From an optimization exercise on the open Yosys and OpenROAD flow, aimed at small area, a short achievable clock period and few clock cycles; shortcuts taken in it are not production practice.
In this exercise RTL edits were held to simulation tests only and were not proved equivalent to the original.

==> flow/design.v (excerpt) <==
module decaying_tone_synth (
  input  logic                                clk,
  input  logic                                rst,
  input  logic                                in_valid,
  output logic                                in_ready,
  input  logic                                start_req,
  output logic                                out_valid,
  input  logic                                out_ready,
  output logic signed [dts_pkg::SAMPLE_W-1:0] sample,
  output logic                                done_res,
  input  logic                                cfg_valid,
  output logic                                cfg_ready,
  input  logic [dts_pkg::CFG_IDX_W-1:0]       cfg_index,
  input  logic [dts_pkg::CFG_DATA_W-1:0]      cfg_data
);
Size in the first run: about 5300 cells after synthesis, roughly 600 flip-flops, ~60 I/O pins, about 47000 µm² of cells after synthesis.
==> flow/config.mk <==
export PLATFORM = sky130hd
export DESIGN_NAME = decaying_tone_synth
export DESIGN_NICKNAME = decaying_tone_synth
export VERILOG_FILES = /design/flow/design.v
export SDC_FILE = /design/flow/constraint.sdc
export NUM_CORES = 4
export LEC_CHECK = 0
export CAP_MARGIN = 20
export CORE_MARGIN = 2
export CORE_UTILIZATION = 25
export PLACE_DENSITY = 0.45
export SLEW_MARGIN = 20
export SYNTH_MEMORY_MAX_BITS = 16384
==> flow/constraint.sdc <==
create_clock -name core_clock -period 10.0 [get_ports {clk}]
set_input_delay 2.0000 -clock core_clock [delete_from_list [all_inputs] [get_ports {clk}]]
set_output_delay 2.0000 -clock core_clock [all_outputs]
set_load 0.01 [all_outputs]
run.sh (not shown) runs the stock make flow with config.mk's settings and CLKGATE_MAP_FILE= SYNTH_SCRIPT=/design/flow/synth_recipe.tcl, a recipe that flattens the netlist after the stock synthesis.
Testbench counts at the start, summed over its fixed seeds: cycles 12,768.
Rerun with:
- CAP_MARGIN: 20 -> 85
- SLEW_MARGIN: 20 -> 85
Effect: The new run finished clean; worst setup slack gets worse by 5.1 ns; core utilization grows by 7.9 points; synthesized cell count is unchanged; routed wire length rises by a few percent; global-route usage came out higher by 0.65 points; hold slack gets worse by 0.0057 ns; non-clock buffer count increases by 609; critical path depth rose by 19; design area rose by a quarter to a third.
Rerun with:
- CAP_MARGIN: 85 -> 60
- SLEW_MARGIN: 85 -> 60
=>
- wire length decreases by 5.1%
- design area decreases by 21%
- die area does not change
- first-iteration DRC count increases by 5.7%
- via count decreases by 6.7%

* * *

Another version of the RTL of decaying_tone_synth (not shown whole).
Size: roughly 5,200 cells after synthesis, about 580 flip-flops.
export LEC_CHECK = 0
export CAP_MARGIN = 60
export CORE_MARGIN = 2
export CORE_UTILIZATION = 25
export PLACE_DENSITY = 0.45
export SLEW_MARGIN = 60
export SYNTH_MEMORY_MAX_BITS = 16384
create_clock -name core_clock -period 10.0 [get_ports {clk}]
standard.sh (not shown) runs the stock make flow with config.mk's settings and CLKGATE_MAP_FILE= SYNTH_SCRIPT=/design/flow/synth_recipe.tcl, a recipe that flattens the netlist after the stock synthesis.
==> flow/flow/run.sh <==
#!/bin/bash
set -euo pipefail
sed 's/"\${@:-finish}"/SETUP_SLACK_MARGIN=7.2 "${@:-finish}"/' standard.sh > standard_margin.sh
grep -q 'SETUP_SLACK_MARGIN=7.2' standard_margin.sh
bash standard_margin.sh > flow_make.log 2>&1
The starting point went through all stages and came out clean.
Testbench counts at the start, summed over its fixed seeds: cycles 12,816.
Change:
==> flow/run.sh (new file) <==
#!/bin/bash
# synth_recipe.tcl (not shown) runs the flow's synth.tcl, then flattens the netlist and writes it again
# the make line also repeats each setting of config.mk as NAME=value (left out here)
make -C /OpenROAD-flow-scripts/flow DESIGN_CONFIG=/design/flow/config.mk WORK_HOME=/design/flow/orfs CLKGATE_MAP_FILE= SYNTH_SCRIPT=/design/flow/synth_recipe.tcl finish
removed: flow/flow/run.sh
removed: flow/standard.sh
Via count goes down by 4.9%.
Final area goes down by 11%.
Setup slack gets worse by 0.61 ns.
Flip-flop and latch count does not change.
Change:
==> flow/flow/run.sh (new file) <==
#!/bin/bash
set -euo pipefail
sed 's/"\${@:-finish}"/SETUP_SLACK_MARGIN=6.9 "${@:-finish}"/' standard.sh > standard_margin.sh
grep -q 'SETUP_SLACK_MARGIN=6.9' standard_margin.sh
bash standard_margin.sh > flow_make.log 2>&1
==> flow/standard.sh (new file) <==
#!/bin/bash
# synth_recipe.tcl (not shown) runs the flow's synth.tcl, then flattens the netlist and writes it again
# the make line also repeats each setting of config.mk as NAME=value (left out here)
make -C /OpenROAD-flow-scripts/flow DESIGN_CONFIG=/design/flow/config.mk WORK_HOME=/design/flow/orfs CLKGATE_MAP_FILE= SYNTH_SCRIPT=/design/flow/synth_recipe.tcl "${@:-finish}"
--- a/flow/config.mk
+++ b/flow/config.mk
@@ -8,6 +8,6 @@
 export CAP_MARGIN = 60
 export CORE_MARGIN = 2
-export CORE_UTILIZATION = 25
-export PLACE_DENSITY = 0.45
+export CORE_UTILIZATION = 40
+export PLACE_DENSITY = 0.6
 export SLEW_MARGIN = 60
 export SYNTH_MEMORY_MAX_BITS = 16384
removed: flow/run.sh
Via count climbs by a few percent.
Non-clock buffer count climbs by 109.
Area after synthesis does not change.
Setup slack improves by 0.62 ns.
Routed wire length drops slightly.
Final area climbs by a few percent.
Hold slack is about the same.
First-iteration DRC count climbs by about a fifth.
Register-to-register slack improves by 0.62 ns.
Critical path depth climbs by 1.
Change:
==> flow/flow/run.sh (replaced) <==
#!/bin/bash
set -euo pipefail
sed 's/"\${@:-finish}"/SETUP_SLACK_MARGIN=6.6 "${@:-finish}"/' standard.sh > standard_margin.sh
grep -q 'SETUP_SLACK_MARGIN=6.6' standard_margin.sh
bash standard_margin.sh > flow_make.log 2>&1
--- a/flow/config.mk
+++ b/flow/config.mk
@@ -8,6 +8,6 @@
 export CAP_MARGIN = 60
 export CORE_MARGIN = 2
-export CORE_UTILIZATION = 40
-export PLACE_DENSITY = 0.6
+export CORE_UTILIZATION = 25
+export PLACE_DENSITY = 0.45
 export SLEW_MARGIN = 60
 export SYNTH_MEMORY_MAX_BITS = 16384
Effect:
- wire length grows by 4.0%
- sequential cell count does not change
- setup slack loses 0.16 ns
- utilization fell by 18 points
- global-route usage goes down by 7.7 points
- final cell count increases by 13%
- clock-buffer cell count is higher by 7
- cell area drops by 1.8%
Change:
==> flow/flow/run.sh (replaced) <==
#!/bin/bash
set -euo pipefail
sed 's/"\${@:-finish}"/SETUP_SLACK_MARGIN=6.9 "${@:-finish}"/' standard.sh > standard_margin.sh
grep -q 'SETUP_SLACK_MARGIN=6.9' standard_margin.sh
bash standard_margin.sh > flow_make.log 2>&1
First-iteration DRC count rises by a few percent.
Final cell count goes up slightly.
Setup slack improves by 0.17 ns.
Area after synthesis is unchanged.
Change:
==> flow/flow/run.sh (replaced) <==
#!/bin/bash
set -euo pipefail
sed 's/"\${@:-finish}"/SETUP_SLACK_MARGIN=6.6 "${@:-finish}"/' standard.sh > standard_margin.sh
grep -q 'SETUP_SLACK_MARGIN=6.6' standard_margin.sh
bash standard_margin.sh > flow_make.log 2>&1
--- a/flow/config.mk
+++ b/flow/config.mk
@@ -6,8 +6,8 @@
 export NUM_CORES = 4
 export LEC_CHECK = 0
-export CAP_MARGIN = 60
+export CAP_MARGIN = 20
 export CORE_MARGIN = 2
 export CORE_UTILIZATION = 25
 export PLACE_DENSITY = 0.45
-export SLEW_MARGIN = 60
+export SLEW_MARGIN = 20
 export SYNTH_MEMORY_MAX_BITS = 16384
The new run ran to the end with no violations.
Global-route usage is about the same.
Fmax came out lower by 8.5%.
Die area stays the same.
Setup slack gets worse by 0.30 ns.
Hold slack improves by 0.0067 ns.
Non-clock buffer count decreases by 96.
Core utilization fell by 1.4 points.
Synthesized cell count does not change.
Routed wire length went down by 2.9%.

* * *

decaying_tone_synth, a different RTL version from the one above (not shown whole).
For scale: ~540 flip-flops, roughly 60 I/O pins, ~0.045 mm^2 of cells after synthesis.
Design decaying_tone_synth, start of the top module:
module decaying_tone_synth (
  input  logic                                clk,
  input  logic                                rst,
  input  logic                                in_valid,
  output logic                                in_ready,
  input  logic                                start_req,
  output logic                                out_valid,
  input  logic                                out_ready,
  output logic signed [dts_pkg::SAMPLE_W-1:0] sample,
  output logic                                done_res,
  input  logic                                cfg_valid,
  output logic                                cfg_ready,
  input  logic [dts_pkg::CFG_IDX_W-1:0]       cfg_index,
  input  logic [dts_pkg::CFG_DATA_W-1:0]      cfg_data
);
clock: 10.0 ns
lec_check: 0
cap_margin: 60
core_margin: 2
core_utilization: 25
place_density: 0.45
slew_margin: 60
synth_memory_max_bits: 16384
run.sh (not shown) runs the stock make flow with config.mk's settings and CLKGATE_MAP_FILE= SYNTH_SCRIPT=/design/flow/synth_recipe.tcl, a recipe that flattens the netlist after the stock synthesis.
Stock flow here: none of the scripts above is used.
The first run produced a clean layout.
Testbench counts at the start, summed over its fixed seeds: cycles 12,768.
Change:
--- a/flow/config.mk
+++ b/flow/config.mk
@@ -6,8 +6,8 @@
 export NUM_CORES = 4
 export LEC_CHECK = 0
-export CAP_MARGIN = 60
+export CAP_MARGIN = 70
 export CORE_MARGIN = 2
 export CORE_UTILIZATION = 25
 export PLACE_DENSITY = 0.45
-export SLEW_MARGIN = 60
+export SLEW_MARGIN = 70
 export SYNTH_MEMORY_MAX_BITS = 16384
Utilization rises by 0.63 points.
Die area stays the same.

-- port drivers added, routing unchanged --
How much do the figures lean on ideal ports? The routed layouts below were timed once more, with nothing changed but the port constraints.
Step 1, drivers: a clkbuf_16 drives clk and a buf_2 each remaining input, both assumed.
Step 2 also shifts input and output timing later by t, the mid clock arrival at the registers, as if the neighbouring blocks saw the same clock.
Three values: no drivers, after step 1, after step 2; two values: the first two.
| run | t (ns) | slack for setup (ns) | worst setup path after step 2 | worst slew at a driven data input, ns |
|---|---|---|---|---|
| the first run of note 1 | 0.744 | 5.519 / 5.519 / 5.518 | input to register | 0.09 |
| the second run of note 1 | 0.756 | 0.450 / 0.450 / 0.450 | register to register | 0.09 |
| the third run of note 1 | 0.744 | 5.883 / 5.883 / 5.644 | input to register | 0.09 |
| the first run of note 2 | 0.701 | 6.747 / 6.724 / 6.549 | input to register | 0.06 |
| the second run of note 2 | 0.707 | 6.139 / 6.139 / 6.139 | register to register | 0.07 |
| the third run of note 2 | 0.696 | 6.759 / 6.759 / 6.368 | input to register | 0.08 |
| the fourth run of note 2 | 0.699 | 6.595 / 6.595 / 6.170 | input to register | 0.09 |
| the fifth run of note 2 | 0.700 | 6.763 / 6.710 / 6.348 | input to register | 0.07 |
| the sixth run of note 2 | 0.698 | 6.462 / 6.462 / 6.158 | input to register | 0.09 |
| the first run of note 3 | 0.691 | 6.001 / 6.001 / 5.567 | input to register | 0.08 |
| the second run of note 3 | 0.697 | 5.979 / 5.979 / 5.779 | input to register | 0.08 |
After both steps every run listed still meets setup and hold. The setup slack of the first run of note 3, which loses most, moves by 0.000 ns with the drivers and by -0.434 ns with both steps.
